This design comes from an exercise in tuning for small area and a short achievable clock period on the open sky130 flow, not from production work.
Where RTL was checked, it was by simulation tests only, not by an equivalence proof against the original.
The RTL of runs 1, 4 and 5 was laid out without a check of its function.
Power figures rest on the tool's default switching activity, not on a simulated workload.

===== flow/config.mk =====
export PLATFORM = sky130hd
export DESIGN_NAME = batch_dispatcher
export DESIGN_NICKNAME = batch_dispatcher
export VERILOG_FILES = /design/flow/design.v
export SDC_FILE = /design/flow/constraint.sdc
export NUM_CORES = 4
export LEC_CHECK = 0
export CAP_MARGIN = 20
export CORE_AREA = 10 10 470 470
export DIE_AREA = 0 0 480 480
export SETUP_SLACK_MARGIN = 1.5
export SLEW_MARGIN = 20

===== flow/constraint.sdc =====
create_clock -name core_clock -period 3.6 [get_ports {clk}]
set_input_delay 0.7200 -clock core_clock [delete_from_list [all_inputs] [get_ports {clk}]]
set_output_delay 0.7200 -clock core_clock [all_outputs]
set_load 0.01 [all_outputs]

===== flow/flow/run.sh =====
#!/bin/bash
set -euo pipefail
bash standard.sh "BUFFER_PORTS_ARGS=-buffer_cell sky130_fd_sc_hd__buf_1" finish > standard.log 2>&1

===== flow/design.v =====
module batch_dispatcher #(
   parameter int MAX_DEPENDENCIES = 256,
   parameter int MAX_BATCH_SIZE   = 8,
   parameter int SLOT_W           = 3,
   parameter int WATCHDOG_CYCLES  = 1024
) (
   input  logic                        clk,
   input  logic                        rst,
   input  logic                        s_axis_tvalid,
   output logic                        s_axis_tready,
   input  logic [63:0]                 s_axis_tdata_owner_programID,
   input  logic [MAX_DEPENDENCIES-1:0] s_axis_tdata_read_dependencies,
   input  logic [MAX_DEPENDENCIES-1:0] s_axis_tdata_write_dependencies,
   input  logic                        batch_end,
   output logic                        d_valid,
   input  logic                        d_ready,
   output logic [63:0]                 d_programID,
   output logic [SLOT_W-1:0]           d_slot,
   input  logic                        done_valid,
   input  logic [SLOT_W-1:0]           done_slot,
   output logic [MAX_DEPENDENCIES-1:0] batch_read_mask,
   output logic [MAX_DEPENDENCIES-1:0] batch_write_mask,
   output logic                        batch_retired,
   output logic                        completion_error,
   output logic                        watchdog_timeout,
   output logic [15:0]                 batches_retired,
   output logic [15:0]                 txns_dispatched
);
   if (MAX_BATCH_SIZE < 2 || MAX_BATCH_SIZE != (1 << SLOT_W) || WATCHDOG_CYCLES < 2)
   begin : g_param_check
      $error("batch_dispatcher: inconsistent parameters");
   end
   localparam int WD_W = $clog2(WATCHDOG_CYCLES);
   localparam int NB   = MAX_BATCH_SIZE;
   typedef enum logic [1:0] {
      PH_COLLECT  = 2'd0,
      PH_DISPATCH = 2'd1,
      PH_WAIT     = 2'd2,
      PH_RETIRE   = 2'd3
   } phase_t;
   phase_t                      ph;
   logic                        o_tready, o_dvalid, o_retired;
   logic [SLOT_W-1:0]           cnt;
   logic [SLOT_W-1:0]           dptr;
   logic [NB-1:0]               nsel;
   logic [NB-1:0]               outst;
   logic [63:0]                 id_buf [NB];
   logic [63:0]                 dpid;
   logic [MAX_DEPENDENCIES-1:0] rd_mask;
   logic [MAX_DEPENDENCIES-1:0] wr_mask;
   logic [15:0]                 batches_q;
   logic [15:0]                 txns_q;
   logic                        error_q;
   logic [WD_W-1:0]             wd_cnt;
   logic                        wd_timeout_q;
   logic          in_collect, in_dispatch, in_wait, in_retire;
   logic [NB-1:0] cur;
   logic          is_last;
   logic          beat_accept;
   logic          close_batch;
   logic          dispatch_fire;
   logic          last_dispatch;
   logic [NB-1:0] done_dec;
   logic          done_legal;
   logic          all_done_next;
   logic          wd_fire;
   logic          to_retire;
   logic [63:0]   rdata;
   logic          ld_in, ld_buf, ld_hold;
   assign in_collect  = (ph == PH_COLLECT);
   assign in_dispatch = (ph == PH_DISPATCH);
   assign in_wait     = (ph == PH_WAIT);
   assign in_retire   = (ph == PH_RETIRE);
   assign cur     = {nsel[0], nsel[NB-1:1]};
   assign is_last = (dptr == cnt);
   assign beat_accept   = s_axis_tvalid && in_collect;
   assign close_batch   = in_collect &&
                          ((batch_end && (cnt != '0 || s_axis_tvalid)) ||
                           (s_axis_tvalid && cnt == SLOT_W'(NB - 1)));
   assign dispatch_fire = in_dispatch && d_ready;
   assign last_dispatch = dispatch_fire && is_last;
   always_comb begin
      done_dec = '0;
      done_dec[done_slot] = done_valid;
   end
   assign done_legal    = |(done_dec & outst);
   assign all_done_next = ((outst & ~done_dec) == '0);
   assign wd_fire       = in_wait && !all_done_next && !done_legal &&
                          (wd_cnt == WD_W'(WATCHDOG_CYCLES - 1));
   assign to_retire     = in_wait && (all_done_next || wd_fire);
   always_comb begin
      rdata = '0;
      for (int i = 0; i < NB; i++)
         rdata = rdata | ({64{nsel[i]}} & id_buf[i]);
   end
   assign ld_in   = close_batch && (cnt == '0);
   assign ld_buf  = (close_batch && (cnt != '0)) || (dispatch_fire && !is_last);
   assign ld_hold = in_dispatch && !d_ready;
   always_ff @(posedge clk or posedge rst) begin
      if (rst) begin
         ph           <= PH_COLLECT;
         o_tready     <= 1'b1;
         o_dvalid     <= 1'b0;
         o_retired    <= 1'b0;
         cnt          <= '0;
         dptr         <= '0;
         nsel         <= NB'(1);
         outst        <= '0;
         dpid         <= '0;
         batches_q    <= '0;
         txns_q       <= '0;
         error_q      <= 1'b0;
         wd_cnt       <= '0;
         wd_timeout_q <= 1'b0;
      end else begin
         if (done_valid && !done_legal) error_q <= 1'b1;
         if (wd_fire) wd_timeout_q <= 1'b1;
         if (close_batch) begin
            ph       <= PH_DISPATCH;
            o_tready <= 1'b0;
            o_dvalid <= 1'b1;
            nsel     <= NB'(2);
         end
         if (last_dispatch) begin
            ph       <= PH_WAIT;
            o_dvalid <= 1'b0;
         end
         if (to_retire) begin
            ph        <= PH_RETIRE;
            o_retired <= 1'b1;
         end
         if (in_retire) begin
            ph        <= PH_COLLECT;
            o_retired <= 1'b0;
            o_tready  <= 1'b1;
            batches_q <= batches_q + 16'd1;
         end
         if (in_collect) begin
            if (close_batch) begin
               if (!s_axis_tvalid) cnt <= cnt - SLOT_W'(1);
            end else if (s_axis_tvalid) begin
               cnt <= cnt + SLOT_W'(1);
            end
         end else if (in_retire) begin
            cnt <= '0;
         end
         if (dispatch_fire) begin
            dptr   <= is_last ? '0 : dptr + SLOT_W'(1);
            nsel   <= is_last ? NB'(1) : {nsel[NB-2:0], nsel[NB-1]};
            txns_q <= txns_q + 16'd1;
         end
         if (wd_fire) begin
            outst <= '0;
         end else begin
            outst <= (outst & ~done_dec) | (cur & {NB{dispatch_fire}});
         end
         if (last_dispatch || (in_wait && done_legal)) begin
            wd_cnt <= WD_W'(1);
         end else if (in_wait) begin
            wd_cnt <= wd_cnt + WD_W'(1);
         end
         dpid <= ({64{ld_buf}}  & rdata) |
                 ({64{ld_in}}   & s_axis_tdata_owner_programID) |
                 ({64{ld_hold}} & dpid);
      end
   end
   always_ff @(posedge clk or posedge rst) begin
      if (rst) begin
         rd_mask <= '0;
         wr_mask <= '0;
      end else if (in_retire) begin
         rd_mask <= '0;
         wr_mask <= '0;
      end else if (beat_accept) begin
         rd_mask <= rd_mask | s_axis_tdata_read_dependencies;
         wr_mask <= wr_mask | s_axis_tdata_write_dependencies;
      end
   end
   always_ff @(posedge clk) begin
      if (in_collect) begin
         id_buf[cnt] <= s_axis_tdata_owner_programID;
      end
   end
   assign s_axis_tready    = o_tready;
   assign d_valid          = o_dvalid;
   assign d_slot           = dptr;
   assign d_programID      = dpid;
   assign batch_read_mask  = rd_mask;
   assign batch_write_mask = wr_mask;
   assign batch_retired    = o_retired;
   assign completion_error = error_q;
   assign watchdog_timeout = wd_timeout_q;
   assign batches_retired  = batches_q;
   assign txns_dispatched  = txns_q;
endmodule

===== flow/standard.sh =====
#!/bin/bash
# synth_recipe.tcl (not shown) runs the flow's synth.tcl, then flattens the netlist and writes it again
# the make line also repeats each setting of config.mk as NAME=value (left out here)
make -C /OpenROAD-flow-scripts/flow DESIGN_CONFIG=/design/flow/config.mk WORK_HOME=/design/flow/orfs CLKGATE_MAP_FILE= SYNTH_SCRIPT=/design/flow/synth_recipe.tcl "${@:-finish}"

==> impl_metrics.json, run 1 <==
{
  "grt_max_degree": 167,
  "drv_slew": 0,
  "worstPathArrival_ps": 1420,
  "cp.required_ps": 2880,
  "fmax_ghz": 0.467,
  "clkPwrFrac_pct": 22.7,
  "multi_input_area_mm2": 0.00956,
  "h-tree-depth": 4,
  "rsz0062_at_grt": "yes",
  "clock_path_buffers": 3,
  "die_area_mm2": 0.230,
  "rows": 168,
  "slew-limit-headroom_pct": 36.3,
  "p_int_mw": 37.9,
  "drive_above_1_share_pct": 30.1,
  "seqCellArea_mm2": 0.0316,
  "end_kind": "output pin",
  "synth_nets": 3708,
  "hpwl_um": 179000,
  "path_cells": "buf_2",
  "status": "no timing/DRC/antenna violations",
  "ys_seq_area_share_pct": 75.4,
  "drtAntennaViolNets": 0,
  "cts_tree": "done",
  "path_clk_slew_ps": 60,
  "min_path_type": "primary input to asynchronous set/reset pin",
  "place_inst": 7001,
  "synth_area_per_cell_um2": 13.5,
  "p_leak_nw": 25.5,
  "netlist_area_mm2": 0.0419,
  "yosys-top-cells-area": "dfrtp_1, edfxtp_1, a21oi_1, nor2_1, a22oi_1",
  "die_x_um": 480,
  "cts.sinks": 1159,
  "grt_pass1_vias": 34035,
  "initial_core_util_pct": 19.9,
  "power_switching_mw": 22.1,
  "power.density_mw_per_mm2": 950,
  "final_cell_mix": "dfrtp_1, buf_1, buf_4",
  "setup_viol": 0,
  "antenna_found_initial": 194,
  "die_y_um": 480,
  "setup_ws_ps": 1460,
  "syn_inst": 3113,
  "worst_path_largest_cell_delay_ps": 450,
  "fillCellCount": 21173,
  "crit_family": "flip-flops",
  "num_vias": 35426,
  "track_usage_pct": 19.3,
  "stdcell_area_mm2": 0.0632,
  "final-hold-violation-count": 0,
  "drtIter0Drc": 4023,
  "io_buffer_count": 1200,
  "ys_warn_count": 1,
  "pin_count": 1201,
  "ys_types": 58,
  "grt_overflow_total": 0,
  "synthArstFlopShare_pct": 55.8,
  "worst_setup_path_start_kind": "flip-flop",
  "pwr-share-comb_pct": 41.4,
  "wirelength_um": 239000,
  "cp.buffers_inverters": 1,
  "drc_errors": 0,
  "path_max_fanout": 2,
  "nets": 5452,
  "vias_per_cell": 4.50,
  "hold_buffers": 0,
  "cp_slowest_cell": "dfrtp_1",
  "cts_root_buffer": "clkbuf_16",
  "synth_edf_count": 512,
  "insertion_delay_ps": 810,
  "cts_buffers": 131,
  "ys.flop_type": "dfrtp_1",
  "drt_pre_antenna_iters": 8,
  "crit_type": "flip-flop to output pin",
  "ir_drop_mv": 0.577,
  "yosysTopAreaCell": "dfrtp_1",
  "core_mm2": 0.210,
  "fin_cells": 7875,
  "tightest_slew_ps": 956,
  "pwr-share-seq_pct": 35.9,
  "fin_crit_ps": 2140,
  "placed_area_mm2": 0.0505,
  "drv_cap": 0,
  "ys_seq_elements": 1159,
  "p_sw_share_pct": 36.9,
  "final.period_utilization_pct": 59.4,
  "synth_top_area_share_pct": 38.5,
  "clock_skew_ps": 66.8,
  "wl_per_cell_um": 30.4,
  "final_common_cell": "dfrtp_1",
  "syn2layout_area_growth_pct": 51.0,
  "grt_pass1_wl_um": 308000,
  "pre_cts_ws_ps": 402,
  "place_congestion": 0.943
}
==> cells in the mapped netlist, drive strengths merged, types with 3 or more instances <==
master / number
a31oi: 4
mux2i: 3
xnor2: 32
a22o: 6
inv: 79
a222oi: 64
nor2: 545
xor2: 11
mux2: 3
edfxtp: 512
nor3: 9
buf: 39
dfrtp: 645
or2: 3
o221ai: 3
and3: 7
nand4: 76
ha: 9
o21ai: 14
nand2: 44
a21oi: 519
clkbuf: 163
nand3: 10
nand3b: 3
nand2b: 5
o31a: 3
a22oi: 262
a21o: 4
==> area by class of cell <==
type                       instances  share of cell area (%)
inverter                          79                   0.506
tap                             2805                    5.55
clock inverter                    60                    1.13
clock buffer                     178                    5.80
timing repair buffer            1812                    21.5
multi-input combinational       1674                    15.1
sequential                      1159                    50.0
antenna                          108                   0.427
==> routing by layer <==
| layer | GRT usage, % | part of all wire [%] | up-vias |
|---|---|---|---|
| met5 | 0 | 0.33 | - |
| li1 | - | - | 15040 |
| met1 | 22.0 | 35 | 17778 |
| met2 | 29.3 | 44 | 2010 |
| met3 | 12.0 | 16 | 476 |
| met4 | 7.30 | 4.5 | 122 |
==> power groups by stage <==
stage / combinational [mW] / sequential [mW] / clock (mW)
global placement: 16.0 / 21.5 / 0
finish: 24.9 / 21.6 / 13.6
CTS: 23.1 / 21.5 / 13.9
detailed placement: 16.2 / 21.6 / 0
floorplan: 6.72 / 22.0 / 0
global route: 26.5 / 21.9 / 14.4
==> worst paths after layout <==
kind,slack (ps),depth (start not counted),startpoint,end
setup / recovery,1460,1,wr_mask[104],batch_write_mask[104]
hold / removal,100,2,rst,rd_mask[236]
setup reg to reg,1530,10,ph[0],dpid[42]
hold reg to reg,460,1,error_q,error_q
max in group asynchronous,2340,4,rst,o_tready
min in group core_clock,140,3,s_axis_tdata_read_dependencies[114],rd_mask[114]
==> timing repair <==
item                                    in CTS  in global routing
pin swaps                                    9                 13
setup buffers                              393                132
endpoints found under the setup margin    1236                710
endpoints found under the hold margin        0                  0
cloned                                       2                  1
gates resized for setup                   1241                182
==> sequential cells by signal, summed over array words and instances, names as in the netlist, 2 cells and up <==
signal     count
batches_q     16
cnt            3
dpid          64
dptr           3
id_buf       512
nsel           8
outst          8
ph             2
rd_mask      256
txns_q        16
wd_cnt        10
wr_mask      256
==> through the flow <==
step / TNS (ps) / util [%] / power, mW / hold slack [ps]
after global routing: 0 / 30.0 / 62.9 / 83.2
final: 0 / 30.1 / 60.1 / 99.9
after global placement: 0 / 24.0 / 37.4 / 450
after floorplan: -3850480 / - / 28.8 / 493
after CTS: 0 / 29.1 / 58.5 / 42.2
after detailed placement: 0 / 24.0 / 37.8 / 455
==> cell families after synthesis <==
group / after synthesis / share of synthesized area (%)
AOI/OAI and AO/OA: 894 / 13.4
xor gates and xnor gates: 43 / 0.899
adders and majority gates: 10 / 0.317
buffers and inverters: 281 / 2.60
DFF: 1159 / 75.4
muxes: 7 / 0.206
and+or+nand+nor: 719 / 7.24
==> run 2, diff against run 1 <==
--- a/flow/design.v
+++ b/flow/design.v
@@ -40,5 +40,5 @@
    } phase_t;
    phase_t                      ph;
-   logic                        o_tready, o_dvalid, o_retired;
+   logic                        o_tready_n, o_dvalid, o_retired;
    logic [SLOT_W-1:0]           cnt;
    logic [SLOT_W-1:0]           dptr;
@@ -100,5 +100,5 @@
       if (rst) begin
          ph           <= PH_COLLECT;
-         o_tready     <= 1'b1;
+         o_tready_n   <= 1'b0;
          o_dvalid     <= 1'b0;
          o_retired    <= 1'b0;
@@ -118,5 +118,5 @@
          if (close_batch) begin
             ph       <= PH_DISPATCH;
-            o_tready <= 1'b0;
+            o_tready_n <= 1'b1;
             o_dvalid <= 1'b1;
             nsel     <= NB'(2);
@@ -133,5 +133,5 @@
             ph        <= PH_COLLECT;
             o_retired <= 1'b0;
-            o_tready  <= 1'b1;
+            o_tready_n <= 1'b0;
             batches_q <= batches_q + 16'd1;
          end
@@ -182,5 +182,5 @@
       end
    end
-   assign s_axis_tready    = o_tready;
+   assign s_axis_tready    = !o_tready_n;
    assign d_valid          = o_dvalid;
    assign d_slot           = dptr;
--- a/flow/config.mk
+++ b/flow/config.mk
@@ -9,4 +9,4 @@
 export CORE_AREA = 10 10 470 470
 export DIE_AREA = 0 0 480 480
-export SETUP_SLACK_MARGIN = 1.5
+export SETUP_SLACK_MARGIN = 1.3
 export SLEW_MARGIN = 20
==> run 2 against run 1 <==
  * Clock-buffer cell count increased by 6
  * Global-route usage up 0.66 points
  * Critical path type is now flip-flop to flip-flop
  * Final cell count down 6.8%
  * Register-to-register slack worse by 240 ps
  * Routed wire length up 1.6%
  * Setup slack worse by 170 ps
  * Die area did not move
  * Total power shrank 16%
  * Final area down 12%
  * Synthesized cell count rose by 0.16%
  * First-iteration DRC count rose by 7.2%
  * Hold slack improved by 63 ps
==> impl_metrics.json, run 2 <==
{
  "initial_core_util_pct": 20.0,
  "cts_tree": "done",
  "reg.largest.list": "id_buf x512, rd_mask x256, wr_mask x256",
  "ys_seq_elements": 1159,
  "die_x_um": 480,
  "worst_path_largest_cell_delay_ps": 520,
  "total_power_mw": 50.4,
  "place_inst": 7000,
  "fin_cells": 7342,
  "synth_common_cells": "dfrtp_1, nor2_1, a21oi_1",
  "drv_slew": 0,
  "cp_slowest_cell": "dfrtp_1",
  "num_vias": 33606,
  "grt_pass1_vias": 32028,
  "syn_inst": 3118,
  "end_kind": "flip-flop",
  "final_common_cell": "buf_1",
  "worstPathArrival_ps": 2960,
  "drv_cap": 0,
  "drive_above_1_share_pct": 10.7,
  "tns_ps": 0,
  "pwr-share-seq_pct": 41.3,
  "ys.flop_type": "dfrtp_1",
  "r2r_start": "cnt[2]",
  "r2r_slack_ps": 1290,
  "place_congestion": 0.992,
  "p_int_mw": 30.2,
  "worst_setup_path_start_kind": "flip-flop",
  "ys_types": 60,
  "reg2reg_depth": 6,
  "min_path_type": "primary input to flip-flop",
  "cp.buffers_inverters": 2,
  "p_sw_share_pct": 40.0,
  "ys_seq_area_share_pct": 75.1,
  "grt_max_degree": 205,
  "r2r_end": "dpid[6]",
  "largest_reg_flops": 512,
  "track_usage_pct": 20.0,
  "drtAntennaViolNets": 0,
  "antenna_found_initial": 190,
  "fmax_ghz": 0.434,
  "crit_type": "flip-flop to flip-flop",
  "die_area_mm2": 0.230,
  "top_register": "id_buf",
  "final-hold-violation-count": 0,
  "pin_count": 1201,
  "path_max_fanout": 11,
  "drt_pre_antenna_iters": 9,
  "wl_per_cell_um": 33.1,
  "yosys-top-cells-area": "dfrtp_1, edfxtp_1, a21oi_1, nor2_1, a22oi_1",
  "hpwl_um": 193000,
  "crit_family": "compound AO/OA/AOI/OAI gates",
  "yosysMostFrequentCell": "dfrtp_1",
  "cts_root_buffer": "clkbuf_16",
  "syn2layout_area_growth_pct": 31.9,
  "worstHoldStart": "s_axis_tdata_read_dependencies[116]",
  "drc_errors": 0,
  "path_cells": "xnor2_1 > a31oi_4 > a21o_2 > buf_4 > a222oi_1 > inv_1",
  "status": "no timing/DRC/antenna violations",
  "synth_nets": 3713,
  "slew-limit-headroom_pct": 30.1,
  "clkPwrFrac_pct": 26.6,
  "hold_depth": 3,
  "vias_per_cell": 4.58,
  "yosysTopAreaCell": "dfrtp_1",
  "drtIter0Drc": 4312,
  "tightest_slew_ps": 1050,
  "min_to": "rd_mask[116]",
  "h-tree-depth": 4,
  "synthArstFlopShare_pct": 55.8,
  "die_y_um": 480,
  "fillCellCount": 21976,
  "power.density_mw_per_mm2": 909,
  "p_leak_nw": 21.2,
  "cts.sinks": 1159,
  "netlist_area_mm2": 0.0420,
  "rows": 168,
  "final.period_utilization_pct": 64.0,
  "wirelength_um": 243000,
  "io_buffer_count": 1200,
  "pwr-share-comb_pct": 32.1,
  "final_cell_mix": "buf_1, dfrtp_1, nor2_1",
  "synth_area_per_cell_um2": 13.5,
  "nets": 4958,
  "clock_skew_ps": 49.5,
  "ir_drop_mv": 0.526,
  "grt_overflow_total": 0,
  "synth_edf_count": 512,
  "insertion_delay_ps": 800,
  "path_clk_slew_ps": 60,
  "setup_viol": 0,
  "grt_pass1_wl_um": 313000,
  "synth_top_area_share_pct": 38.5,
  "core_mm2": 0.210,
  "cts_buffers": 133,
  "fin_crit_ps": 2310,
  "ys_warn_count": 1,
  "clock_path_buffers": 3,
  "rsz0062_at_grt": "yes",
  "power_switching_mw": 20.2,
  "cp.required_ps": 4250
}
## run 2: changes by cell type in the layout (fill, tap and decap cells not counted), moves of 17 or more
cell / previous run / this run
clkbuf_2: 49 / 1
diode_2: 108 / 72
buf_2: 65 / 109
buf_4: 552 / 72
buf_1: 612 / 1088
buf_12: 52 / 35
buf_6: 473 / 1
## run 2: area by class of cell
cell class | instances | area, um2 | share of cell area, %
tap | 2805 | 3510 | 6.33
timing repair buffer | 1311 | 5960 | 10.8
antenna | 72 | 180 | 0.325
inverter | 74 | 284 | 0.512
sequential | 1159 | 31600 | 57.0
multi-input combinational | 1684 | 9540 | 17.2
clock inverter | 53 | 653 | 1.18
clock buffer | 184 | 3690 | 6.66
## run 2: tightest hold or removal path, cell delays in order
cell and delay (ps):
buf_1 70, a21oi_1 60, nor2_1 70
## run 2: what timing repair did
| action | in CTS | in global routing |
|---|---|---|
| resized for setup | 123 | 11 |
| setup buffers | 15 | 13 |
| hold endpoints to repair | 1 | 0 |
| hold buffers | 1 | 0 |
| endpoints found under the setup margin | 377 | 84 |
| pin swaps | 3 | 2 |
| gates cloned | 2 | 2 |
## run 2: layer usage
layer	vias up	GRT usage (%)	part of all wire (%)
li1	14076	-	-
met1	16979	21.9	35
met2	1940	30.3	44
met3	505	13.4	16
met4	106	8.16	4.9
met5	-	0	0.29
## run 2: metrics by stage
stage,utilization (%),instance area [um2],setup slack [ps],hold WS [ps]
floorplan,-,42200,-5960,466
global placement,24.0,50400,613,451
detailed placement,24.0,50400,528,448
CTS,26.2,55100,1100,62.5
global route,26.3,55300,1180,118
finish,26.4,55400,1290,163
## run 2: power by group through the flow
stage          registers, mW  logic, mW  clock network [mW]
6_report                20.8       16.2                13.4
5_1_grt                 21.2       17.5                14.2
4_1_cts                 20.8       16.3                13.7
3_5_place_dp            21.0       15.8                   0
3_3_place_gp            20.9       15.6                   0
2_1_floorplan           21.3       6.58                   0
## run 2: worst max-delay path by stage
stage / depth (start not counted) / slack, ps / end / start
floorplan: 1 / -5960 / batches_q[0] / rst
global placement: 8 / 610 / wd_timeout_q / done_slot[0]
detailed placement: 8 / 530 / outst[1] / done_slot[0]
CTS: 1 / 1100 / batches_retired[8] / batches_q[8]
global route: 6 / 1180 / wd_cnt[7] / ph[0]
finish: 6 / 1290 / dpid[6] / cnt[2]
## run 2: cells by family after synthesis
logic type / after synthesis / synth area share [%]
adder cells (fa/ha/maj): 10 / 0.316
XOR/XNOR: 47 / 1.06
AO/OA/AOI/OAI: 891 / 13.2
flip-flops: 1159 / 75.1
buffers and inverters: 278 / 2.74
AND/OR/NAND/NOR: 726 / 7.35
multiplexers: 7 / 0.185
==> run 3, diff against run 2 <==
--- a/flow/config.mk
+++ b/flow/config.mk
@@ -8,4 +8,7 @@
 export CAP_MARGIN = 20
 export CORE_AREA = 10 10 470 470
+export CTS_BUF_LIST = sky130_fd_sc_hd__clkbuf_8 sky130_fd_sc_hd__clkbuf_16
+export CTS_CLUSTER_DIAMETER = 80
+export CTS_CLUSTER_SIZE = 25
 export DIE_AREA = 0 0 480 480
 export SETUP_SLACK_MARGIN = 1.3
==> run 3 against run 2 <==
  * Via count down 1.4%
  * Global-route usage shrank 0.22 points
  * Combinational power is essentially flat
  * Final cell count decreased by 1.5%
  * Hold slack worse by 72 ps
  * Synthesized area unchanged
  * Non-clock buffer count fell by 3
  * Clock power shrank 28%
==> impl_metrics.json, run 3 <==
{
  "status": "no timing/DRC/antenna violations",
  "die_area_mm2": 0.230,
  "worst_path_largest_cell_delay_ps": 420,
  "synth_simple_gate_area_share_pct": 7.35,
  "cts_tree": "done",
  "final.period_utilization_pct": 62.3,
  "drv_cap": 0,
  "wirelength_um": 242000,
  "cts_buffers": 75,
  "wl_met3_um": 40200,
  "drive_above_1_share_pct": 8.69,
  "synth_compound_area_share_pct": 13.2,
  "grt_pass1_wl_um": 310000,
  "vias_per_cell": 4.58,
  "insertion_delay_ps": 720,
  "synth_area_per_cell_um2": 13.5,
  "routed.top_layer": "met5",
  "synth_fa_ha_area_share_pct": 0.316,
  "initial_core_util_pct": 20.0,
  "hpwl_um": 193000,
  "crit_family": "buffers and inverters",
  "ys_warn_count": 1,
  "tightest_slew_ps": 998,
  "rsz0062_at_grt": "yes",
  "io_buffer_count": 1200,
  "die_y_um": 480,
  "clock_skew_ps": 41.6,
  "yosysTopAreaCell": "dfrtp_1",
  "nets": 4897,
  "cp_slowest_cell": "buf_1",
  "path_clk_slew_ps": 100,
  "rows": 168,
  "crit_type": "flip-flop to output pin",
  "path_max_fanout": 2,
  "die_x_um": 480,
  "largest_reg_flops": 512,
  "fin_crit_ps": 2240,
  "worst_setup_path_start_kind": "flip-flop",
  "cts_root_buffer": "clkbuf_16",
  "grt_overflow_total": 0,
  "final_cell_mix": "buf_1, dfrtp_1, nor2_1",
  "setup_viol": 0,
  "track_usage_pct": 19.8,
  "grt_pass1_vias": 31400,
  "cts.sinks": 1159,
  "drtIter0Drc": 4152,
  "antenna_found_initial": 192,
  "synth_top_family_by_area": "compound AO/OA/AOI/OAI gates",
  "stdcell_area_mm2": 0.0537,
  "synth_edf_count": 512,
  "path_cells": "buf_1",
  "yosysMostFrequentCell": "dfrtp_1",
  "total_power_mw": 46.7,
  "clock_path_buffers": 3,
  "ys_types": 60,
  "drt_pre_antenna_iters": 9,
  "syn2layout_area_growth_pct": 27.9,
  "worstPathArrival_ps": 1520,
  "core_mm2": 0.210,
  "synth_common_cells": "dfrtp_1, nor2_1, a21oi_1",
  "end_kind": "output pin",
  "place_congestion": 0.992,
  "h-tree-depth": 3,
  "ys.flop_type": "dfrtp_1",
  "drc_errors": 0,
  "top_register": "id_buf",
  "num_vias": 33147,
  "grt_max_degree": 205,
  "synth_xor_area_share_pct": 1.06,
  "final-hold-violation-count": 0,
  "synth_top_area_share_pct": 38.5,
  "hold_buffers": 0,
  "placed_area_mm2": 0.0504,
  "ys_seq_area_share_pct": 75.1,
  "min_path_type": "primary input to asynchronous set/reset pin",
  "drtAntennaViolNets": 0,
  "ys_seq_elements": 1159,
  "synth_nets": 3713,
  "yosys-top-cells-area": "dfrtp_1, edfxtp_1, a21oi_1, nor2_1, a22oi_1",
  "met2WireLength_um": 106000,
  "fmax_ghz": 0.446,
  "netlist_area_mm2": 0.0420,
  "reg.largest.list": "id_buf x512, rd_mask x256, wr_mask x256",
  "met1_length_um": 82800,
  "wl_per_cell_um": 33.4,
  "p_leak_nw": 20.4,
  "syn_inst": 3118,
  "cp.buffers_inverters": 1,
  "cp.required_ps": 2880,
  "pin_count": 1201,
  "drv_slew": 0,
  "slew-limit-headroom_pct": 33.5,
  "synthArstFlopShare_pct": 55.8,
  "final_common_cell": "buf_1",
  "ir_drop_mv": 0.587,
  "muxShareOfSynthArea_pct": 0.185,
  "power.density_mw_per_mm2": 868
}
run 3: cell types whose count changed in the layout (fill, tap and decap cells not counted), moves of 7 or more:
cell | previous run | this run
buf_1 | 1088 | 1113
buf_2 | 109 | 85
clkbuf_1 | 35 | 0
clkbuf_16 | 135 | 75
clkbuf_8 | 15 | 1
clkinv_1 | 7 | 0
clkinv_2 | 14 | 2
inv_1 | 70 | 85
run 3: power by group:
part	switching (mW)	internal (mW)
registers	2.89	17.8
logic	11.5	4.73
clock network	5.34	4.35
total	19.7	26.9
run 3: metrics by stage:
stage | TNS (ps) | cells | utilization, % | hold WS [ps] | worst slack (ps)
6_report | 0 | 7235 | 25.6 | 91.7 | 1360
5_1_grt | 0 | 7184 | 25.5 | 71.1 | 1230
4_1_cts | 0 | 7155 | 25.4 | 65.2 | 1180
3_5_place_dp | 0 | 7000 | 24.0 | 448 | 528
3_3_place_gp | 0 | 7000 | 24.0 | 451 | 613
2_1_floorplan | -3853510 | 3118 | - | 466 | -5960
run 3: timing repair:
item                                   in CTS  in global routing
cloned                                      2                  1
pin swaps                                   3                  3
endpoints found under the hold margin       0                  0
buffers inserted                           15                 12
setup endpoints to repair                 328                120
resized for setup                          92                 17
run 3: area by class of cell:
cell class | count | area (um2)
sequential | 1159 | 31600
tap | 2805 | 3510
clock buffer | 76 | 1890
timing repair buffer | 1308 | 5900
clock inverter | 62 | 792
inverter | 74 | 284
fill | 22125 | 156000
antenna | 67 | 168
multi-input combinational | 1684 | 9570
run 3: per-layer routing:
layer	global-route usage [%]	vias to the layer above
li1	-	13895
met1	21.4	16779
met2	30.1	1842
met3	13.6	497
met4	7.82	134
met5	0	-
run 3: path summary, 6_finish.rpt:
path / slack [ps] / startpoint / depth (start not counted) / to
setup reg to reg: 1360 / cnt[0] / 7 / dpid[18]
hold reg to reg: 470 / wd_timeout_q / 1 / wd_timeout_q
setup / recovery: 1360 / wr_mask[162] / 1 / batch_write_mask[162]
min in group core_clock: 240 / s_axis_tdata_read_dependencies[128] / 3 / rd_mask[128]
hold / removal: 90 / rst / 2 / txns_q[2]
max in group asynchronous: 2280 / rst / 3 / rd_mask[32]
run 3: cell families after synthesis:
family          Yosys count
compound gates          891
simple gates            726
flops                  1159
mux                       7
fa+ha+maj                10
xor+xnor                 47
buf+inv                 278
==> run 4, diff against run 3 <==
--- a/flow/design.v
+++ b/flow/design.v
@@ -62,4 +62,5 @@
    logic          last_dispatch;
    logic [NB-1:0] done_dec;
+   logic [NB-1:0] only_one;
    logic          done_legal;
    logic          all_done_next;
@@ -84,7 +85,11 @@
       done_dec[done_slot] = done_valid;
    end
-   assign done_legal    = |(done_dec & outst);
-   assign all_done_next = ((outst & ~done_dec) == '0);
-   assign wd_fire       = in_wait && !all_done_next && !done_legal &&
+   always_comb begin
+      for (int i = 0; i < NB; i++)
+         only_one[i] = (outst == NB'(1 << i));
+   end
+   assign done_legal    = done_valid && outst[done_slot] && !in_retire;
+   assign all_done_next = done_valid && only_one[done_slot];
+   assign wd_fire       = in_wait && !done_legal &&
                           (wd_cnt == WD_W'(WATCHDOG_CYCLES - 1));
    assign to_retire     = in_wait && (all_done_next || wd_fire);
@@ -150,5 +155,5 @@
             txns_q <= txns_q + 16'd1;
          end
-         if (wd_fire) begin
+         if (in_retire) begin
             outst <= '0;
          end else begin
==> run 4 against run 3 <==
  * Routed wire length shrank 5.9%
  * Critical endpoint is now batch_write_mask[248]
  * Hold slack gained 37 ps
  * Still clean
  * Total power grew 1.5%
  * Final cell count shrank 0.97%
  * Non-clock buffer count shrank 4
  * Critical path type unchanged
  * Critical path depth is the same
  * Core utilization is essentially flat
  * Die area is the same
==> impl_metrics.json, run 4 <==
{
  "status": "no timing/DRC/antenna violations",
  "grt_pass1_vias": 31278,
  "insertion_delay_ps": 750,
  "total_power_mw": 47.4,
  "slew-limit-headroom_pct": 31.6,
  "tightest_slew_ps": 1030,
  "syn_inst": 3062,
  "drt_pre_antenna_iters": 5,
  "wirelength_um": 227000,
  "final.period_utilization_pct": 61.9,
  "path_max_fanout": 2,
  "yosys-top-cells-area": "dfrtp_1, edfxtp_1, a21oi_1, nor2_1, a22oi_1",
  "vias_per_cell": 4.60,
  "fin_cells": 7165,
  "grt_pass1_wl_um": 293000,
  "cts_buffers": 79,
  "clock_skew_ps": 28.9,
  "setup_viol": 0,
  "num_vias": 32933,
  "cp_slowest_cell": "buf_1",
  "h-tree-depth": 3,
  "rows": 168,
  "die_area_mm2": 0.230,
  "core_mm2": 0.210,
  "path_cells": "buf_1",
  "die_y_um": 480,
  "synth_top_area_share_pct": 38.6,
  "nets": 4837,
  "cp.buffers_inverters": 1,
  "worst_setup_path_start_kind": "flip-flop",
  "ys_types": 55,
  "io_buffer_count": 1200,
  "drc_errors": 0,
  "drv_slew": 0,
  "place_congestion": 0.933,
  "fillCellCount": 22184,
  "drv_cap": 0,
  "crit_family": "buffers and inverters",
  "min_path_type": "primary input to asynchronous set/reset pin",
  "drtAntennaViolNets": 0,
  "timing.critical_path.from": "wr_mask[248]",
  "yosysMostFrequentCell": "dfrtp_1",
  "stdcell_area_mm2": 0.0537,
  "synthArstFlopShare_pct": 55.8,
  "worst_path_largest_cell_delay_ps": 400,
  "final-hold-violation-count": 0,
  "drive_above_1_share_pct": 8.12,
  "final_common_cell": "buf_1",
  "place_inst": 6941,
  "top_register": "id_buf",
  "pre_cts_ws_ps": 792,
  "ys_seq_area_share_pct": 75.4,
  "placed_area_mm2": 0.0502,
  "reg.largest.list": "id_buf x512, rd_mask x256, wr_mask x256",
  "ys.flop_type": "dfrtp_1",
  "fmax_ghz": 0.449,
  "hpwl_um": 175000,
  "wl_per_cell_um": 31.7,
  "fin_crit_ps": 2230,
  "ys_warn_count": 1,
  "holdWs_ps": 128,
  "track_usage_pct": 18.4,
  "ys_seq_elements": 1159,
  "grt_max_degree": 181,
  "p_leak_nw": 19.6,
  "cts.sinks": 1159,
  "setup_ws_ps": 1370,
  "netlist_area_mm2": 0.0418,
  "drtIter0Drc": 3507,
  "ir_drop_mv": 0.432,
  "hold_buffers": 0,
  "end_kind": "output pin",
  "cts_root_buffer": "clkbuf_16",
  "initial_core_util_pct": 19.9,
  "synth_common_cells": "dfrtp_1, nor2_1, a21oi_1",
  "cts_tree": "done",
  "crit_type": "flip-flop to output pin",
  "die_x_um": 480,
  "antenna_found_initial": 190,
  "fin_util_pct": 25.6,
  "syn2layout_area_growth_pct": 28.3,
  "tns_ps": 0,
  "pin_count": 1201,
  "clock_path_buffers": 3,
  "synth_edf_count": 512,
  "yosysTopAreaCell": "dfrtp_1",
  "rsz0062_at_grt": "yes",
  "grt_overflow_total": 0,
  "worstPathArrival_ps": 1510,
  "final_cell_mix": "buf_1, dfrtp_1, nor2_1",
  "largest_reg_flops": 512,
  "power.density_mw_per_mm2": 882,
  "path_clk_slew_ps": 90,
  "cp.required_ps": 2880,
  "synth_nets": 3657,
  "synth_area_per_cell_um2": 13.7,
  "r2r_start": "cnt[0]"
}
-- run 4: area by class of cell --
cell class	count	area (um2)	area share (%)
inverters	12	48.8	0.0909
clock buffers	80	1990	3.71
flip-flops and latches	1159	31600	58.9
multi-input cells	1686	9580	17.8
well taps	2805	3510	6.54
diodes	52	130	0.242
clock inverters	67	803	1.50
repair buffers	1304	6020	11.2
-- run 4: metal layers --
metal / up-vias / routed length [um] / track usage (%)
li1: 13792 / - / -
met1: 16930 / 85100 / 21.5
met2: 1704 / 112000 / 30.9
met3: 465 / 21100 / 6.29
met4: 42 / 8300 / 7.26
met5: - / 263 / 0
-- run 4: timing repair --
item | 4_1_cts | 5_1_grt
buffers inserted | 13 | 9
pin swaps | 4 | 0
endpoints found under the hold margin | 0 | 0
cloned | 1 | 2
endpoints found under the setup margin | 687 | 594
resized for setup | 116 | 15
-- run 4: report_power, final --
group | leakage (nW) | switching, mW | internal (mW)
registers | 12.4 | 3.35 | 18.0
logic | 5.74 | 11.0 | 4.95
clock network | 1.39 | 5.54 | 4.51
total | 19.6 | 19.9 | 27.5
-- run 4: kinds of logic (layout without fill, tap and decap cells) --
family	count (synthesis)	in the layout	synth area share (%)
AOI/OAI and AO/OA	972	972	14.8
xor gates and xnor gates	36	36	0.754
adders and majority gates	10	10	0.317
buffers and inverters	217	1463	2.00
DFF	1159	1159	75.4
muxes	5	5	0.155
other	0	52	0
and+or+nand+nor	663	663	6.51
-- run 4: worst paths after layout --
path / slack [ps] / cells past startpoint / end
setup reg to reg: 1410 / 6 / dpid[30]
max in group asynchronous: 2410 / 4 / rd_mask[37]
hold reg to reg: 480 / 1 / wd_timeout_q
setup / recovery: 1370 / 1 / batch_write_mask[248]
min in group core_clock: 200 / 3 / rd_mask[144]
hold / removal: 130 / 3 / wr_mask[10]
-- run 4: worst register-to-register path: cells and delay by family, from the launching register on --
kind / cells / cell delay (ps)
buffers and inverters: 2 / 440
and+or+nand+nor: 1 / 500
DFF: 1 / 520
AOI/OAI and AO/OA: 3 / 610
==> run 5, diff against run 4 <==
--- a/flow/design.v
+++ b/flow/design.v
@@ -42,4 +42,5 @@
    logic                        o_tready_n, o_dvalid, o_retired;
    logic [SLOT_W-1:0]           cnt;
+   logic                        cnt_z, cnt_f, last_q;
    logic [SLOT_W-1:0]           dptr;
    logic [NB-1:0]               nsel;
@@ -74,9 +75,9 @@
    assign in_retire   = (ph == PH_RETIRE);
    assign cur     = {nsel[0], nsel[NB-1:1]};
-   assign is_last = (dptr == cnt);
+   assign is_last = last_q;
    assign beat_accept   = s_axis_tvalid && in_collect;
    assign close_batch   = in_collect &&
-                          ((batch_end && (cnt != '0 || s_axis_tvalid)) ||
-                           (s_axis_tvalid && cnt == SLOT_W'(NB - 1)));
+                          ((batch_end && (!cnt_z || s_axis_tvalid)) ||
+                           (s_axis_tvalid && cnt_f));
    assign dispatch_fire = in_dispatch && d_ready;
    assign last_dispatch = dispatch_fire && is_last;
@@ -99,6 +100,6 @@
          rdata = rdata | ({64{nsel[i]}} & id_buf[i]);
    end
-   assign ld_in   = close_batch && (cnt == '0);
-   assign ld_buf  = (close_batch && (cnt != '0)) || (dispatch_fire && !is_last);
+   assign ld_in   = close_batch && cnt_z;
+   assign ld_buf  = (close_batch && !cnt_z) || (dispatch_fire && !is_last);
    assign ld_hold = in_dispatch && !d_ready;
    always_ff @(posedge clk or posedge rst) begin
@@ -109,4 +110,7 @@
          o_retired    <= 1'b0;
          cnt          <= '0;
+         cnt_z        <= 1'b1;
+         cnt_f        <= 1'b0;
+         last_q       <= 1'b0;
          dptr         <= '0;
          nsel         <= NB'(1);
@@ -144,9 +148,17 @@
             if (close_batch) begin
                if (!s_axis_tvalid) cnt <= cnt - SLOT_W'(1);
+               last_q <= s_axis_tvalid ? cnt_z : (cnt == SLOT_W'(1));
             end else if (s_axis_tvalid) begin
-               cnt <= cnt + SLOT_W'(1);
+               cnt   <= cnt + SLOT_W'(1);
+               cnt_z <= 1'b0;
+               cnt_f <= (cnt == SLOT_W'(NB - 2));
             end
          end else if (in_retire) begin
-            cnt <= '0;
+            cnt   <= '0;
+            cnt_z <= 1'b1;
+            cnt_f <= 1'b0;
+         end
+         if (dispatch_fire) begin
+            last_q <= !is_last && (dptr + SLOT_W'(1) == cnt);
          end
          if (dispatch_fire) begin
==> flow/flow/run.sh (replaced) <==
#!/bin/bash
set -euo pipefail
bash standard.sh "BUFFER_PORTS_ARGS=-buffer_cell sky130_fd_sc_hd__buf_1" \
  "PRE_IO_PLACEMENT_TCL=$PWD/flow/pins.tcl" finish > standard.log 2>&1
==> flow/flow/pins.tcl (new file) <==
# Keep each input bit's pin next to the output pin of the same bit.
for {set i 0} {$i < 256} {incr i} {
  set_io_pin_constraint -group -order -pin_names [list "s_axis_tdata_read_dependencies\[$i\]" "batch_read_mask\[$i\]"]
  set_io_pin_constraint -group -order -pin_names [list "s_axis_tdata_write_dependencies\[$i\]" "batch_write_mask\[$i\]"]
}
for {set i 0} {$i < 64} {incr i} {
  set_io_pin_constraint -group -order -pin_names [list "s_axis_tdata_owner_programID\[$i\]" "d_programID\[$i\]"]
}
==> run 5 against run 4 <==
  * Core utilization fell by 0.40 points
  * Still clean on timing, DRC and antenna
  * Routed wire length fell by 39%
  * Clock-buffer cell count fell by 13
  * Hold slack got worse by 23 ps
  * Non-clock buffer count fell by 8
  * Clock power fell by 19%
  * Synthesized area rose by 0.80%
  * Register-to-register slack got worse by 20 ps
  * Via count fell by 8.2%
  * Synthesized cell count rose by 1.0%
==> impl_metrics.json, run 5 <==
{
  "cts_root_buffer": "clkbuf_16",
  "place_congestion": 0.812,
  "pin_count": 1201,
  "holdWs_ps": 105,
  "ys_seq_elements": 1162,
  "cp_slowest_cell": "dfrtp_4",
  "antenna_found_initial": 33,
  "grt_overflow_total": 0,
  "synth_area_per_cell_um2": 13.6,
  "io_buffer_count": 1200,
  "setup_ws_ps": 1390,
  "largest_reg_flops": 512,
  "worst_setup_path_start_kind": "flip-flop",
  "core_mm2": 0.210,
  "synthArstFlopShare_pct": 55.9,
  "cp.buffers_inverters": 1,
  "crit_cells": 1,
  "drtAntennaViolNets": 0,
  "cts_buffers": 61,
  "syn2layout_area_growth_pct": 25.3,
  "reg2reg_depth": 6,
  "die_x_um": 480,
  "pre_cts_ws_ps": 805,
  "final-hold-violation-count": 0,
  "rows": 168,
  "reg.largest.list": "id_buf x512, rd_mask x256, wr_mask x256",
  "total_power_mw": 44.5,
  "r2r_start": "cnt_z",
  "h-tree-depth": 2,
  "drv_cap": 0,
  "wl_per_cell_um": 19.4,
  "track_usage_pct": 11.0,
  "drtIter0Drc": 2214,
  "crit_family": "flip-flops",
  "hpwl_um": 91100,
  "crit_path_end": "batches_retired[6]",
  "yosysMostFrequentCell": "dfrtp_1",
  "top_register": "id_buf",
  "setup_viol": 0,
  "drt_pre_antenna_iters": 5,
  "slew-limit-headroom_pct": 41.2,
  "vias_per_cell": 4.26,
  "ir_drop_mv": 0.601,
  "clock_skew_ps": 35.5,
  "cts_tree": "done",
  "synth_edf_count": 512,
  "nets": 4843,
  "path_clk_slew_ps": 100,
  "end_kind": "output pin",
  "grt_pass1_vias": 30312,
  "r2r_end": "dpid[34]",
  "synth_nets": 3692,
  "status": "no timing/DRC/antenna violations",
  "ys_seq_area_share_pct": 75.0,
  "pwr-share-seq_pct": 46.5,
  "insertion_delay_ps": 760,
  "p_leak_nw": 19.1,
  "grt_pass1_wl_um": 198000,
  "crit_type": "flip-flop to output pin",
  "timing.critical_path.from": "batches_q[6]",
  "hold_buffers": 0,
  "p_sw_share_pct": 39.2,
  "final_common_cell": "buf_1",
  "path_max_fanout": 3,
  "clkPwrFrac_pct": 18.3,
  "power.density_mw_per_mm2": 843,
  "ys_warn_count": 1,
  "yosys-top-cells-area": "dfrtp_1, edfxtp_1, a21oi_1, nor2_1, a22oi_1",
  "syn_inst": 3094,
  "min_path_type": "primary input to asynchronous set/reset pin",
  "clock_path_buffers": 3,
  "tightest_slew_ps": 882,
  "yosysTopAreaCell": "dfrtp_1",
  "rsz0062_at_grt": "yes",
  "num_vias": 30244,
  "final_cell_mix": "buf_1, dfrtp_1, nor2_1",
  "pwr-share-comb_pct": 35.2,
  "drv_slew": 0,
  "drc_errors": 0,
  "synth_top_area_share_pct": 38.4,
  "path_cells": "buf_8",
  "die_y_um": 480,
  "ys.flop_type": "dfrtp_1",
  "worstPathArrival_ps": 1490,
  "wirelength_um": 138000,
  "ys_types": 60,
  "die_area_mm2": 0.230,
  "drive_above_1_share_pct": 5.67,
  "netlist_area_mm2": 0.0422,
  "initial_core_util_pct": 20.1,
  "cp.required_ps": 2880,
  "power_switching_mw": 17.5,
  "cts.sinks": 1162,
  "p_int_mw": 27.1,
  "fin_crit_ps": 2210,
  "synth_common_cells": "dfrtp_1, nor2_1, a21oi_1",
  "r2r_slack_ps": 1390,
  "worst_path_largest_cell_delay_ps": 550,
  "final.period_utilization_pct": 61.4,
  "place_inst": 6969,
  "fmax_ghz": 0.452,
  "grt_max_degree": 153,
  "fin_cells": 7100
}
run 5: cells by family (layout without fill, tap and decap cells):
group / count (synthesis) / count (layout) / share of synthesized area (%)
AO/OA/AOI/OAI: 957 / 957 / 14.4
flip-flops: 1162 / 1162 / 75.0
AND/OR/NAND/NOR: 681 / 681 / 6.65
multiplexers: 8 / 8 / 0.208
other: 0 / 6 / 0
buffers and inverters: 228 / 1423 / 2.41
adder cells (fa/ha/maj): 13 / 13 / 0.386
XOR/XNOR: 45 / 45 / 0.934
run 5: area by class of cell:
class	instances	area (um2)
antenna	6	15.0
clock inverter	40	440
sequential	1162	31700
tap	2805	3510
inverter	20	78.8
multi-input combinational	1704	9670
timing repair buffer	1296	5860
fill	22154	157000
clock buffer	67	1620
run 5: through the flow:
| step | util (%) | TNS [ps] | instance area [um2] |
|---|---|---|---|
| finish | 25.2 | 0 | 52900 |
| global route | 25.2 | 0 | 52800 |
| CTS | 25.1 | 0 | 52700 |
| detailed placement | 24.0 | 0 | 50400 |
| global placement | 24.0 | 0 | 50400 |
| floorplan | - | -3895610 | 42300 |
run 5: what timing repair did:
action / 4_1_cts / 5_1_grt
pin swaps: 4 / 0
endpoints found under the hold margin: 0 / 0
resized for setup: 37 / 18
gates cloned: 1 / 2
endpoints found under the setup margin: 564 / 517
setup buffers: 14 / 1
run 5: worst min-delay path by stage:
stage / to / slack [ps]
3_3_place_gp: error_q / 440
6_report: batches_q[0] / 110
3_5_place_dp: batches_q[15] / 460
4_1_cts: wr_mask[12] / 40
5_1_grt: dpid[28] / 80
2_1_floorplan: error_q / 490
run 5: layer usage:
layer  vias to the layer above  global-route usage, %  wire length, um
met5                         -                      0              320
met1                     15189                   12.6            51700
met3                       234                   4.00            13700
li1                      13628                      -                -
met2                      1145                   19.1            68300
met4                        48                   3.10             3770
run 5: power groups by stage:
stage                     combinational (mW)  sequential (mW)  clock [mW]
after CTS                               15.9             20.7        8.47
after detailed placement                15.7             21.0           0
after global routing                    17.4             21.2        8.91
after global placement                  15.4             20.9           0
final                                   15.7             20.7        8.14
after floorplan                         7.64             22.0           0
==> run 6, diff against run 5 <==
--- a/flow/design.v
+++ b/flow/design.v
@@ -40,4 +40,5 @@
    } phase_t;
    phase_t                      ph;
+   logic                        rt_q;
    logic                        o_tready_n, o_dvalid, o_retired;
    logic [SLOT_W-1:0]           cnt;
@@ -73,5 +74,5 @@
    assign in_dispatch = (ph == PH_DISPATCH);
    assign in_wait     = (ph == PH_WAIT);
-   assign in_retire   = (ph == PH_RETIRE);
+   assign in_retire   = rt_q;
    assign cur     = {nsel[0], nsel[NB-1:1]};
    assign is_last = last_q;
@@ -106,4 +107,5 @@
       if (rst) begin
          ph           <= PH_COLLECT;
+         rt_q         <= 1'b0;
          o_tready_n   <= 1'b0;
          o_dvalid     <= 1'b0;
@@ -125,4 +127,5 @@
          if (done_valid && !done_legal) error_q <= 1'b1;
          if (wd_fire) wd_timeout_q <= 1'b1;
+         rt_q <= to_retire;
          if (close_batch) begin
             ph       <= PH_DISPATCH;
--- a/flow/config.mk
+++ b/flow/config.mk
@@ -7,9 +7,9 @@
 export LEC_CHECK = 0
 export CAP_MARGIN = 20
-export CORE_AREA = 10 10 470 470
+export CORE_AREA = 5 5 355 355
 export CTS_BUF_LIST = sky130_fd_sc_hd__clkbuf_8 sky130_fd_sc_hd__clkbuf_16
 export CTS_CLUSTER_DIAMETER = 80
 export CTS_CLUSTER_SIZE = 25
-export DIE_AREA = 0 0 480 480
+export DIE_AREA = 0 0 360 360
 export SETUP_SLACK_MARGIN = 1.3
 export SLEW_MARGIN = 20
==> run 6 against run 5 <==
  * Core utilization is 17 points higher
  * Combinational power is 27% lower
  * Largest cell class unchanged
  * Routed wire length is 6.2% lower
  * Global-route usage is 7.9 points higher
  * Sequential share of layout area is 2.0 points higher
  * Largest power group unchanged
  * Clock power is 5.5% lower
  * Die area is 44% lower
  * Still clean on timing, DRC and antenna
  * Register-to-register slack hardly changed
  * Clock-buffer cell count is 6 lower
==> impl_metrics.json, run 6 <==
{
  "status": "no timing/DRC/antenna violations",
  "drive_above_1_share_pct": 5.56,
  "initial_core_util_pct": 35.0,
  "rsz0062_at_grt": "no",
  "slew-limit-headroom_pct": 29.9,
  "synth_edf_count": 512,
  "drtAntennaViolNets": 0,
  "cp.required_ps": 4210,
  "final-hold-violation-count": 0,
  "hpwl_um": 83500,
  "synth_common_cells": "dfrtp_1, nor2_1, a21oi_1",
  "fin_cells": 5990,
  "final_cell_mix": "buf_1, dfrtp_1, a21oi_1",
  "fin_util_pct": 42.1,
  "nets": 4903,
  "pin_count": 1201,
  "setup_viol": 0,
  "crit_type": "flip-flop to flip-flop",
  "num_vias": 30730,
  "min_path_type": "primary input to asynchronous set/reset pin",
  "fmax_ghz": 0.452,
  "synth_area_per_cell_um2": 13.4,
  "tightest_slew_ps": 1050,
  "grt_pass1_wl_um": 193000,
  "cts_buffers": 58,
  "fin_crit_ps": 2210,
  "grt_overflow_total": 0,
  "antenna_found_initial": 29,
  "netlist_area_mm2": 0.0426,
  "die_x_um": 360,
  "die_y_um": 360,
  "die_area_mm2": 0.130,
  "synthArstFlopShare_pct": 56.0,
  "tns_ps": 0,
  "ys_types": 65,
  "cts_tree": "done",
  "wl_per_cell_um": 21.6,
  "yosysMostFrequentCell": "dfrtp_1",
  "ys_warn_count": 1,
  "cp_slowest_cell": "dfrtp_1",
  "rows": 128,
  "synth_nets": 3767,
  "grt_pass1_vias": 30344,
  "r2r_slack_ps": 1390,
  "insertion_delay_ps": 730,
  "stdcell_area_mm2": 0.0512,
  "place_congestion": 0.863,
  "path_cells": "and3b_1 > and4_1 > nor2b_1 > nand4_1 > xnor2_1",
  "final.period_utilization_pct": 61.5,
  "largest_reg_flops": 512,
  "worst_path_largest_cell_delay_ps": 650,
  "clock_skew_ps": 80.5,
  "fillCellCount": 11538,
  "ir_drop_mv": 0.515,
  "power.density_mw_per_mm2": 764,
  "track_usage_pct": 18.9,
  "ys_seq_area_share_pct": 74.4,
  "syn_inst": 3173,
  "placed_area_mm2": 0.0492,
  "drv_slew": 0,
  "clock_path_buffers": 3,
  "final_common_cell": "buf_1",
  "drtIter0Drc": 2890,
  "yosysTopAreaCell": "dfrtp_1",
  "drt_pre_antenna_iters": 5,
  "grt_max_degree": 139,
  "path_max_fanout": 9,
  "drv_cap": 0,
  "place_inst": 5867,
  "vias_per_cell": 5.13,
  "path_clk_slew_ps": 90,
  "core_mm2": 0.122,
  "worst_setup_path_start_kind": "flip-flop",
  "top_register": "id_buf",
  "wirelength_um": 129000,
  "synth_top_area_share_pct": 38.1,
  "drc_errors": 0,
  "reg.largest.list": "id_buf x512, rd_mask x256, wr_mask x256",
  "cts_root_buffer": "clkbuf_16",
  "io_buffer_count": 1200,
  "end_kind": "flip-flop",
  "cts.sinks": 1163,
  "ys_seq_elements": 1163,
  "h-tree-depth": 2,
  "ys.flop_type": "dfrtp_1",
  "syn2layout_area_growth_pct": 20.3,
  "yosys-top-cells-area": "dfrtp_1, edfxtp_1, a21oi_1, a22oi_1, nor2_1",
  "p_leak_nw": 17.6,
  "worstPathArrival_ps": 2820
}
## run 6: changes by cell type after synthesis, moves of 9 or more
| cell | delta |
|---|---|
| a21oi_1 | +11 |
| a221o_1 | -63 |
| a221oi_1 | -63 |
| a22o_1 | -64 |
| a22oi_1 | +190 |
| a31oi_1 | -63 |
| and4_1 | +64 |
| buf_1 | +21 |
| buf_6 | +9 |
| clkbuf_1 | -23 |
| nand2_1 | +11 |
| o21ai_0 | +35 |
| o21ai_2 | +29 |
## run 6: where the power goes
group / total [mW] / internal, mW / switching (mW)
clock: 7.69 / 3.27 / 4.42
sequential: 20.0 / 17.4 / 2.57
combinational: 11.4 / 3.99 / 7.43
## run 6: worst paths after layout
path / to / cells past startpoint / from
setup reg to reg: txns_q[15] / 5 / ph[0]
hold reg to reg: error_q / 1 / error_q
min in group core_clock: wr_mask[232] / 3 / s_axis_tdata_write_dependencies[232]
hold / removal: rd_mask[171] / 2 / rst
max in group asynchronous: wr_mask[135] / 4 / rst
setup / recovery: txns_q[15] / 5 / ph[0]
## run 6: per-layer routing
metal	track usage (%)	part of all wire [%]	vias to the layer above	routed length [um]
li1	-	-	13821	-
met5	0	0.12	-	151
met2	31.9	49	1148	63200
met1	24.1	40	15525	51700
met3	4.69	7.8	214	10100
met4	5.97	3.2	22	4150
## run 6: critical path: cells and delay by family, from the launching register on
family / cells / cell delay [ps]
AND/OR/NAND/NOR: 4 / 1330
flip-flops: 1 / 650
XOR/XNOR: 1 / 140
## run 6: cell families (layout without fill, tap and decap cells)
logic type / after synthesis / in the layout / share of synthesized area [%]
flops: 1163 / 1163 / 74.4
compound gates: 979 / 979 / 14.0
simple gates: 760 / 760 / 8.14
buf+inv: 219 / 1395 / 2.31
xor+xnor: 37 / 37 / 0.761
fa+ha+maj: 9 / 9 / 0.264
mux: 6 / 6 / 0.144
other cells: 0 / 16 / 0
## run 6: what timing repair did
action	in CTS	in global routing
pin swaps	1	1
hold endpoints to repair	0	0
hold buffers	0	0
resized for setup	7	2
cloned	0	1
setup buffers	1	5
endpoints found under the setup margin	5	38
## run 6: per-stage QoR
step	total power, mW	hold slack (ps)	setup slack (ps)
finish	39.1	64.5	1390
global route	41.5	22.1	1310
CTS	39.5	3.61	1290
detailed placement	31.8	456	892
global placement	31.6	443	976
floorplan	26.2	493	-6010
## run 6: final cells by class
cell class,count,area (um2),share of cell area [%]
flip-flops and latches,1163,31700,61.9
clock buffers,61,1490,2.91
multi-input cells,1791,10000,19.6
clock inverters,39,385,0.752
well taps,1625,2030,3.97
repair buffers,1283,5500,10.7
diodes,16,40.0,0.0782
inverters,12,48.8,0.0953
==> run 7, diff against run 6 <==
--- a/flow/config.mk
+++ b/flow/config.mk
@@ -7,9 +7,9 @@
 export LEC_CHECK = 0
 export CAP_MARGIN = 20
-export CORE_AREA = 5 5 355 355
+export CORE_AREA = 10 10 470 470
 export CTS_BUF_LIST = sky130_fd_sc_hd__clkbuf_8 sky130_fd_sc_hd__clkbuf_16
 export CTS_CLUSTER_DIAMETER = 80
 export CTS_CLUSTER_SIZE = 25
-export DIE_AREA = 0 0 360 360
-export SETUP_SLACK_MARGIN = 1.3
+export DIE_AREA = 0 0 480 480
+export SETUP_SLACK_MARGIN = 1.6
 export SLEW_MARGIN = 20
==> run 7 against run 6 <==
  * Largest cell class unchanged
  * Sequential cell count unchanged
  * Critical endpoint is now d_programID[3]
  * Sequential share of layout area is 7.4 points lower
  * Via count rose by 3.9%
  * Clock power rose by 3.5%
  * Die area increased by 78%
  * Final cell count increased by 24%
  * Combinational power up 46%
  * Highest routed layer unchanged
  * Synthesized cell count stayed put
  * Core utilization is 14 points lower
  * Final area rose by 14%
  * Global-route usage decreased by 8.1 points
==> impl_metrics.json, run 7 <==
{
  "io_buffer_count": 1200,
  "pre_cts_ws_ps": 909,
  "synth_nets": 3767,
  "drive_above_1_share_pct": 24.7,
  "synth_area_per_cell_um2": 13.4,
  "cts_root_buffer": "clkbuf_16",
  "drc_errors": 0,
  "synth_common_cells": "dfrtp_1, nor2_1, a21oi_1",
  "synth_top_family_by_area": "compound AO/OA/AOI/OAI gates",
  "drtIter0Drc": 2247,
  "fillCellCount": 21480,
  "grt_pass1_vias": 31647,
  "ys_types": 65,
  "cp.required_ps": 2880,
  "synth_top_area_share_pct": 38.1,
  "netlist_area_mm2": 0.0426,
  "drtAntennaViolNets": 0,
  "clkPwrFrac_pct": 17.9,
  "pin_count": 1201,
  "nets": 5190,
  "vias_per_cell": 4.28,
  "synth_compound_area_share_pct": 14.0,
  "rows": 168,
  "fin_util_pct": 27.7,
  "synth_xor_area_share_pct": 0.761,
  "syn2layout_area_growth_pct": 36.7,
  "power.density_mw_per_mm2": 766,
  "cp.buffers_inverters": 1,
  "grt_max_degree": 131,
  "worst_setup_path_start_kind": "flip-flop",
  "hpwl_um": 86900,
  "fin_cells": 7455,
  "pwr-share-comb_pct": 37.2,
  "ys_seq_elements": 1163,
  "die_x_um": 480,
  "final_cell_mix": "dfrtp_1, buf_1, a21oi_1",
  "p_int_mw": 29.1,
  "holdWs_ps": 82.6,
  "path_max_fanout": 2,
  "rsz0062_at_grt": "yes",
  "num_vias": 31920,
  "cts_tree": "done",
  "cp_slowest_cell": "dfrtp_1",
  "synth_edf_count": 512,
  "track_usage_pct": 10.7,
  "p_sw_share_pct": 34.8,
  "min_path_type": "primary input to asynchronous set/reset pin",
  "hold_buffers": 0,
  "status": "no timing/DRC/antenna violations",
  "cts_buffers": 60,
  "synthArstFlopShare_pct": 56.0,
  "crit_type": "flip-flop to output pin",
  "insertion_delay_ps": 800,
  "r2r_end": "wr_mask[120]",
  "drt_pre_antenna_iters": 5,
  "die_area_mm2": 0.230,
  "placed_area_mm2": 0.0509,
  "reg.largest.list": "id_buf x512, rd_mask x256, wr_mask x256",
  "cts.sinks": 1163,
  "die_y_um": 480,
  "stdcell_area_mm2": 0.0582,
  "clock_path_buffers": 3,
  "ir_drop_mv": 0.588,
  "grt_overflow_total": 0,
  "clock_skew_ps": 93.4,
  "wirelength_um": 138000,
  "yosys-top-cells-area": "dfrtp_1, edfxtp_1, a21oi_1, a22oi_1, nor2_1",
  "tightest_slew_ps": 802,
  "yosysTopAreaCell": "dfrtp_1",
  "syn_inst": 3173,
  "wl_per_cell_um": 18.5,
  "setup_viol": 0,
  "synth_simple_gate_area_share_pct": 8.14,
  "r2r_start": "ph[0]",
  "largest_reg_flops": 512,
  "final_common_cell": "dfrtp_1",
  "setup_ws_ps": 1470,
  "path_cells": "buf_2",
  "path_clk_slew_ps": 100,
  "ys_seq_area_share_pct": 74.4,
  "end_kind": "output pin",
  "ys.flop_type": "dfrtp_1",
  "timing.critical_path.from": "dpid[3]",
  "yosysMostFrequentCell": "dfrtp_1",
  "synth_fa_ha_area_share_pct": 0.264,
  "core_mm2": 0.210,
  "worst_path_largest_cell_delay_ps": 450,
  "power_switching_mw": 15.5,
  "ys_warn_count": 1,
  "place_congestion": 0.789,
  "muxShareOfSynthArea_pct": 0.144,
  "pwr-share-seq_pct": 45.0,
  "drv_slew": 0,
  "fmax_ghz": 0.470,
  "p_leak_nw": 21.3,
  "final-hold-violation-count": 0,
  "final.period_utilization_pct": 59.1,
  "slew-limit-headroom_pct": 46.6,
  "place_inst": 7056,
  "top_register": "id_buf",
  "fin_crit_ps": 2130,
  "antenna_found_initial": 27,
  "drv_cap": 0,
  "reg2reg_depth": 5,
  "grt_pass1_wl_um": 198000,
  "h-tree-depth": 2,
  "crit_family": "flip-flops",
  "worstPathArrival_ps": 1410,
  "r2r_slack_ps": 1630,
  "initial_core_util_pct": 20.3
}
-- run 7: logic make-up (layout without fill, tap and decap cells) --
kind of cell,Yosys count,in the layout
multiplexers,6,6
XOR/XNOR,37,37
other,0,8
flip-flops,1163,1163
buffers and inverters,219,1688
adder cells (fa/ha/maj),9,9
AO/OA/AOI/OAI,979,979
AND/OR/NAND/NOR,760,760
-- run 7: final cells by class --
type | count | area [um2] | share of cell area [%]
antenna | 8 | 20.0 | 0.0344
inverter | 12 | 48.8 | 0.0839
clock inverter | 47 | 460 | 0.791
tap | 2805 | 3510 | 6.03
multi-input combinational | 1791 | 10100 | 17.3
clock buffer | 61 | 1520 | 2.60
sequential | 1163 | 31700 | 54.5
timing repair buffer | 1568 | 10900 | 18.7
-- run 7: how the worst max path moves through the flow --
stage                      end  depth (start not counted)  slack, ps
2_1_floorplan     batches_q[0]                          1      -6010
3_3_place_gp             ph[0]                          6        960
3_5_place_dp      wr_mask[125]                          6        910
4_1_cts        d_programID[20]                          1       1380
5_1_grt        d_programID[20]                          1       1410
6_report        d_programID[3]                          1       1470
-- run 7: layer usage --
metal  GRT usage, %  vias to the layer above  wire [um]  part of all wire, %
li1               -                    14382          -                    -
met1           13.1                    16052      55000                   40
met2           18.0                     1237      66700                   48
met3           3.69                      211      12700                  9.2
met4           2.94                       38       3570                  2.6
met5              0                        -        236                 0.17
-- run 7: power by group through the flow --
stage	Sequential [mW]	Clock, mW	Combinational, mW
after floorplan	21.1	0	5.14
after global placement	19.7	0	11.8
after detailed placement	19.9	0	12.0
after CTS	19.8	8.29	14.6
after global routing	20.4	8.70	18.0
final	20.0	7.96	16.6
-- run 7: repair_timing --
action	4_1_cts	5_1_grt
resized for setup	738	357
pin swaps	9	1
hold endpoints to repair	0	0
cloned	3	3
setup endpoints to repair	1207	1031
setup buffers	117	160
-- run 7: stage by stage --
| stage | power, mW | setup TNS, ps |
|---|---|---|
| after CTS | 42.7 | 0 |
| after global placement | 31.6 | 0 |
| after detailed placement | 31.8 | 0 |
| after floorplan | 26.2 | -3910710 |
| after global routing | 47.1 | 0 |
| final | 44.6 | 0 |

[re-timing with driven ports]
How much do the figures lean on ideal ports? The routed layouts below were timed once more, with nothing changed but the port constraints. Step 1, drivers: a clkbuf_16 drives clk and a buf_2 each remaining input, both assumed. Step 2 times the ports against the registers' clock, not the clock port: input delays grow and output delays shrink by t, the midpoint of the rising clock arrivals with the driver on. Slacks: no drivers / after step 1 / after step 2; pairs: no drivers / after step 1.
| run | t (ns) | setup WS [ns] | pins driven straight from the clock port |
|---|---|---|---|
| run 1 | 0.845 | 1.460 / 1.394 / 0.673 | 1 |
| run 2 | 0.836 | 1.295 / 1.295 / 0.696 | 1 |
| run 3 | 0.759 | 1.359 / 1.297 / 0.685 | 1 |
| run 4 | 0.797 | 1.373 / 1.302 / 0.749 | 1 |
| run 5 | 0.821 | 1.390 / 1.317 / 0.757 | 1 |
| run 6 | 0.756 | 1.385 / 1.349 / 0.799 | 1 |
| run 7 | 0.820 | 1.471 / 1.390 / 0.857 | 1 |
After both steps setup and hold are still met in every run listed. The setup slack of run 1, which loses most, moves by -0.066 ns with the drivers and by -0.787 ns with both steps.
